Source: an optimization exercise on an open RTL-to-GDS flow (aim: small area, a short achievable clock period and few clock cycles). Production flows keep margins and buffers that such runs may drop. No functional check of the RTL was part of this run. No activity file was given, so power comes from the tool's default toggle rates.

==> flow/design.v <==
`default_nettype none
`default_nettype wire
`default_nettype none
package mpls_pkg;
   typedef struct packed {
      logic [8-1:0] ctrl;
      logic [64-1:0] data;
   } pkt_word_t;
   typedef struct packed {
      logic       unicast;    
      logic [7:0] dst_port;   
   } route_t;
   typedef struct packed {
      logic [3:0]  cmd;
      logic [19:0] swap_label;
      logic [2:0]  out_port;
   } mpls_cmd_t;
   function automatic mpls_cmd_t decode_cmd(input logic [72-1:0] word);
      decode_cmd = {word[71:68], word[49:30], word[60:58]};   
   endfunction
endpackage
`default_nettype wire
`timescale 1ns/1ps
`default_nettype none
module mpls_proc (
   input  logic                   clk,
   input  logic                   reset,
   input  logic [8+64-1:0]  in_word,     
   input  logic                   in_wr,
   output logic                   in_rdy,
   output logic [8+64-1:0]  out_word,    
   output logic                   out_wr,
   input  logic                   out_rdy,
   input  logic [48-1:0]      bram_dst_mac,
   input  logic [72-1:0] mplsword,
   input  logic                   unicast_out,
   input  logic [7:0]             ttl_stat_out
);
   localparam int DEPTH = 29;           
   logic [63:0]    q [0:DEPTH];         
   logic [4:0]     cnt;                 
   logic           fempty;              
   logic           hv;                  
   logic           owr;
   logic           frd;                 
   logic           ld_o;                
   logic           hold_o;              
   logic           rdy_q;
   logic           end_in;              
   logic [7:0]     endc;
   logic [63:0]    out_d;
   logic [7:0]     out_c;
   logic [7:0]     in_ctrl;
   logic           in_end;
   logic           hfree;
   logic           fwr;
   logic           hv_n;
   logic           owr_n;
   logic [4:0]     cnt_n;
   logic           last_rd;
   logic           head_end;
   assign in_ctrl  = in_word[71:64];
   assign in_end   = (in_ctrl != 8'h00) && (in_ctrl != 8'hff);
   assign hfree    = !hv || owr;
   assign fwr      = in_wr && !(hfree && fempty);
   assign hv_n     = hfree ? (!fempty || in_wr) : 1'b1;
   assign owr_n    = out_rdy && hv_n;
   assign last_rd  = end_in && (cnt == 5'd1);
   assign head_end = fempty ? in_end : last_rd;
   always_comb begin
      cnt_n = cnt;
      if (fwr && !frd) cnt_n = cnt + 5'd1;
      if (!fwr && frd) cnt_n = cnt - 5'd1;
   end
   assign q[DEPTH] = '0;
   for (genvar i = 0; i < DEPTH; i++) begin : g_q
      logic ld, sh, hd;
      assign ld = frd ? (cnt == 5'(i+1)) : (cnt == 5'(i));
      assign sh = frd && !ld;
      assign hd = !frd && !ld;
      always_ff @(posedge clk) begin
         q[i] <= ({64{sh}} & q[i+1]) | ({64{ld}} & ~in_word[63:0]) | ({64{hd}} & q[i]);
      end
   end
   always_ff @(posedge clk) begin
      if (reset) begin
         cnt     <= '0;
         fempty  <= 1'b1;
         hv      <= 1'b0;
         owr     <= 1'b0;
         frd     <= 1'b0;
         ld_o    <= 1'b1;
         hold_o  <= 1'b0;
         rdy_q   <= 1'b1;
         end_in  <= 1'b0;
      end else begin
         cnt    <= cnt_n;
         fempty <= (cnt_n == '0);
         hv     <= hv_n;
         owr    <= owr_n;
         frd    <= (!hv_n || owr_n) && (cnt_n != '0);
         ld_o   <= !hv_n || owr_n;
         hold_o <= hv_n && !owr_n;
         rdy_q  <= !(hv_n && (cnt_n == 5'(DEPTH)));
         if (fwr && in_end) end_in <= 1'b1;
         else if (frd && last_rd) end_in <= 1'b0;
      end
   end
   always_ff @(posedge clk) begin
      if (fwr && in_end) endc <= in_ctrl;
   end
   logic [3:0]  ridx;                   
   logic        past3;                  
   logic        uni_q;                  
   logic        mpls_q;                 
   logic        cpu;
   logic        swp;
   logic        mpls_now;
   logic [63:0] src;
   logic [63:0] ed;
   logic [7:0]  src_dec;                
   logic [7:0]  ttl_dec;                
   assign src      = fempty ? in_word[63:0] : ~q[0];    
   assign cpu      = !unicast_out || (ttl_stat_out <= 8'd1);
   assign swp      = (mplsword[71:68] == 4'd1);
   assign mpls_now = fempty ? (in_word[31:16] == 16'h8847) : (q[0][31:16] == ~16'h8847);
   assign src_dec  = 8'h01 << src[18:16];
   assign ttl_dec  = fempty ? in_word[55:48] - 8'd1 : ~q[0][55:48] - 8'd1;
   always_comb begin
      ed = src;
      if (ridx[0]) begin
         if (cpu) ed[55:48] = {src_dec[6:0], src_dec[7]};    
         else     ed[55:48] = 8'h01 << mplsword[60:58];
      end
      if (uni_q && ridx[1]) begin
         ed[63:16] = bram_dst_mac;
      end
      if (uni_q && ridx[2] && mpls_now && swp) begin
         ed[15:0] = mplsword[49:34];
      end
      if (uni_q && ridx[3] && !past3 && mpls_q) begin
         if (swp) ed[63:60] = mplsword[33:30];
         ed[55:48] = ttl_dec;
      end
   end
   always_ff @(posedge clk) begin
      if (reset) begin
         ridx  <= 4'b0001;
         past3 <= 1'b0;
      end else if (hfree && hv_n) begin
         if (head_end) begin
            ridx  <= 4'b0001;
            past3 <= 1'b0;
         end else if (ridx[3]) begin
            past3 <= 1'b1;
         end else begin
            ridx  <= {ridx[2:0], 1'b0};
         end
      end
   end
   always_ff @(posedge clk) begin
      if (hfree && hv_n && ridx[0]) uni_q  <= !cpu;
      if (hfree && hv_n && ridx[2]) mpls_q <= mpls_now;
   end
   logic [7:0] nxt_c;
   assign nxt_c = fempty ? in_ctrl : (ridx[0] ? 8'hff : (last_rd ? endc : 8'h00));
   always_ff @(posedge clk) begin
      out_d <= ({64{ld_o}} & ed) | ({64{hold_o}} & out_d);
      out_c <= ({8{ld_o}} & nxt_c) | ({8{hold_o}} & out_c);
   end
   assign out_word = {out_c, out_d};
   assign out_wr   = owr;
   assign in_rdy   = rdy_q;
endmodule
`default_nettype wire
==> flow/flow/run.sh <==
#!/bin/bash
# The standard layout, with the ports buffered by plain buffers (sky130_fd_sc_hd__buf_2)
# instead of the delay cells buffer_ports picks by itself; the timing repair can then size
# them like any other buffer.
set -euo pipefail
export BUFFER_PORTS_ARGS="-buffer_cell sky130_fd_sc_hd__buf_2"
bash standard.sh > standard.log 2>&1
==> flow/standard.sh <==
#!/bin/bash
# synth_recipe.tcl (not shown) runs the flow's synth.tcl, then flattens the netlist and writes it again
# the make line also repeats each setting of config.mk as NAME=value (left out here)
make -C /OpenROAD-flow-scripts/flow DESIGN_CONFIG=/design/flow/config.mk WORK_HOME=/design/flow/orfs CLKGATE_MAP_FILE= SYNTH_SCRIPT=/design/flow/synth_recipe.tcl "${@:-finish}"
==> flow/config.mk <==
export PLATFORM = sky130hd
export DESIGN_NAME = mpls_proc
export DESIGN_NICKNAME = mpls_proc
export VERILOG_FILES = /design/flow/design.v
export SDC_FILE = /design/flow/constraint.sdc
export NUM_CORES = 4
export LEC_CHECK = 0
export CAP_MARGIN = 20
export CORE_MARGIN = 2
export CORE_UTILIZATION = 70
export CTS_CLUSTER_DIAMETER = 100
export CTS_CLUSTER_SIZE = 25
export PLACE_DENSITY = 0.8
export SETUP_SLACK_MARGIN = 2.85
export SLEW_MARGIN = 20
==> flow/constraint.sdc <==
create_clock -name core_clock -period 5.0 [get_ports {clk}]
set_input_delay 1.0000 -clock core_clock [delete_from_list [all_inputs] [get_ports {clk}]]
set_output_delay 1.0000 -clock core_clock [all_outputs]
set_load 0.01 [all_outputs]
==> notes.md <==
## final cells by class
type	instances	area, um2	share of cell area [%]
timing repair buffer	500	5830	7.45
clock inverter	2	36.3	0.0464
inverter	18	86.3	0.110
clock buffer	98	2370	3.02
antenna	12	30.0	0.0384
tap	1287	1610	2.06
sequential	1956	39400	50.3
multi-input combinational	4448	28900	37.0
## worst max path at each step
stage	from	to	slack [ps]	depth (start not counted)
CTS	out_d[51]	out_word[51]	2810	1
detailed placement	cnt[0]	q[0][45]	980	8
global placement	cnt[0]	q[0][11]	1150	8
floorplan	ttl_stat_out[7]	out_d[55]	2300	6
global route	in_word[26]	out_d[2]	2640	9
finish	in_word[24]	out_d[15]	2580	9
## power groups by stage
stage | clock network, uW | registers, uW | logic [uW]
CTS | 8120 | 29000 | 26900
global placement | 0 | 28900 | 21000
global route | 8710 | 30100 | 33200
detailed placement | 0 | 29300 | 22400
finish | 8150 | 29500 | 30800
floorplan | 0 | 27800 | 17800
## metal layers
layer,GRT usage [%],share of wire [%],up-vias
li1,-,-,26800
met5,0,0,-
met2,63.4,47,3589
met4,20.1,8.6,0
met1,44.8,36,28800
met3,4.17,8.3,980
## layout by cell type (no fill, tap or decap), types with 13 or more instances in the layout
cell type / count
nand2_1: 188
a22oi_1: 1742
buf_2: 148
a22oi_2: 51
o21ai_1: 98
clkbuf_16: 118
nand3_1: 13
a211oi_1: 14
a31oi_4: 31
o21ai_0: 1827
or2_4: 100
o211ai_1: 18
dfxtp_1: 1863
a21oi_4: 23
buf_4: 103
a21oi_1: 59
buf_6: 109
a22o_1: 40
inv_1: 13
buf_12: 66
nor2_1: 66
dfxtp_2: 75
buf_8: 20
o21ai_2: 14
nand3_2: 13
buf_16: 18
## state kept, by name, indices dropped and copies added (netlist names), 4 cells and up
| register | flops |
|---|---|
| q | 1856 |
| out_d | 64 |
| endc | 8 |
| out_c | 8 |
| cnt | 5 |
| ridx | 4 |
## worst register-to-register path: cells and delay by family (launching register included)
family / cells / cell delay, ps
buffers and inverters: 6 / 780
adders and majority gates: 1 / 170
and+or+nand+nor: 2 / 460
DFF: 1 / 430
AOI/OAI and AO/OA: 2 / 330
## metrics by stage
step	setup WS, ps	hold WS (ps)	power, uW	instance area [um2]	cells
6_report	2580	461	68400	78300	8321
5_1_grt	2640	481	72000	78300	8320
4_1_cts	2810	464	64000	76300	8207
3_5_place_dp	976	443	51700	70400	7948
3_3_place_gp	1150	435	49800	70400	7948
2_1_floorplan	2300	426	45600	69500	7207
## cell families (layout without fill, tap and decap cells)
kind of cell	count (synthesis)	count (layout)	synth area share (%)
flops	1956	1956	56.6
compound gates	3959	3963	35.7
fa+ha+maj	7	7	0.126
xor+xnor	8	8	0.101
buf+inv	888	618	4.88
simple gates	382	463	2.51
other cells	0	12	0
mux	7	7	0.105
## what timing repair did
| action | 4_1_cts | 5_1_grt |
|---|---|---|
| endpoints found under the hold margin | 0 | 0 |
| gates resized for setup | 453 | 304 |
| endpoints found under the setup margin | 1989 | 1509 |
| buffers inserted | 81 | 41 |
| cloned | 78 | 61 |
| pin swaps | 45 | 59 |
==> out/results.ini <==
[setup_path]
r2r-end = q[1][39]
cp_cell_sequence = buf_16 -> nor4b_4 -> nand4_1 -> nor4_2 -> buf_4 -> buf_6 -> o2111ai_4 -> buf_6 -> o211ai_1
r2r_start = cnt[0]
cpMostUsedCell = buf_6
crit_fanout = 5
rr_worst_depth = 11
crit_path_max_incr_delay_ps = 380
critPathKind = input pin to register
crit_slowest_cell = nor4b_4
cp-end-kind = register
start_kind = input pin
cp_top_family = simple AND/OR/NAND/NOR gates
rrSetupSlack_ps = 2690
crit_required_ps = 5620
worst-path-buf-inv = 4
arrival_ps = 3050

[clock_tree]
path_clk_slew_ps = 100
postCtsHoldBufs = 0
cts_buffers = 88
cts_buffer_depth = 3
clock-sinks = 1956
h-tree-depth = 3
insertion_delay_ps = 710
cts-root-buf = clkbuf_16
cts_tree = yes

[grt]
grt_max_degree = 91
grt_pass1_vias = 54500
grt_pass1_wl_um = 306000
antenna_found_initial = 12
grt-ovfl-total = 0
grt_usage_pct = 36.7

[sta]
drv_slew = 0
fmax_mhz = 413
finClkSkew_ps = 29.3
relSlewSlack_pct = 31.6
fin_crit_sh_pct = 48.5
worst_pin_slew_ps = 1030
rsz0062_at_grt = true
hold_viol = 0
setup_tns_ps = 0
setup_viol = 0
fin_crit_ps = 2420

[power_and_ir_drop]
p_int_uw = 40700
power.density_nw_per_um2 = 874
p_clk_share_pct = 11.9
max-vdd-ir-drop_v = 0.000631
pwr-share-seq_pct = 43.1
p_leak_uw = 0.0293
p_comb_share_pct = 45.0
p_switching_uw = 27600
switching_share_pct = 40.4

[cells_and_area]
syn2layout_area_growth_pct = 12.9
drive_gt1_share_pct = 13.8
fillers = 6060
layout.nets = 7224
post-route-util_pct = 79.6

[synthesis]
synth_top_area_cell = dfxtp_1
yosys-top-cells-area = dfxtp_1, a22oi_1, o21ai_0
ys_seq_elements = 1956
syn_nets = 7419
synth_common_cells = dfxtp_1, o21ai_0, a22oi_1, clkbuf_1, nand2_1
ys.flop_type = dfxtp_1
synthArstFlopShare_pct = 0
syn_area_um2 = 69300
synth_seq_area_share_pct = 56.6
syn_inst = 7207
yosys_warnings = 2
synth_most_common_cell = dfxtp_1
synth_enable_flop_cells = 10
postSynthAreaPerCell_um2 = 9.62
synth_top_area_share_pct = 56.2
ys_types = 66

[route]
wl_per_cell_um = 26.4
via_per_inst = 7.23
drt-pass1-iter-count = 9
drtAntennaViolNets = 0
dr.first_iter.drc_count = 7556
drc = 0
vias = 60200
wirelength_um = 219000

[hold_path]
hold_depth = 2
min_from = q[28][12]
hp-class = register to register
worstHoldEndpoint = q[28][12]

[floorplan]
design.die.area_um2 = 102000
rows = 115
start_util_pct = 70.5
fp.coreArea_um2 = 98300
ioPinCount = 279
fp.dieH_um = 319
die-width_um = 319

[outcome]
outcome = complete, no violations

[placed_design]
port_buffers = 232
dp_hpwl_um = 106000
routabilityCongestion = 0.872

[flow_run]
cap_violations = 0

==> what the ideal ports hide <==
The flow's constraints put no driver on any port. The routed layout listed below was extracted and timed again, unchanged, in two steps.
Step 1 sets driving cells, clkbuf_16 on the clock port and buf_2 on the other inputs (assumed; they add their load-dependent delay and slew).
Step 2 also shifts input and output timing later by t, the mid clock arrival at the registers, as if the neighbouring blocks saw the same clock.
Three values: ideal, step 1, step 2; two values: the first two.
t, ns: 0.777
slack for setup (ns): 2.576 / 2.432 / 1.655
worst setup path after step 2: input to register
pins driven straight from the clock port: 1
After both steps this run still meets setup and hold. For this run, drivers alone change the setup slack by -0.144 ns; drivers and shift together by -0.921 ns.
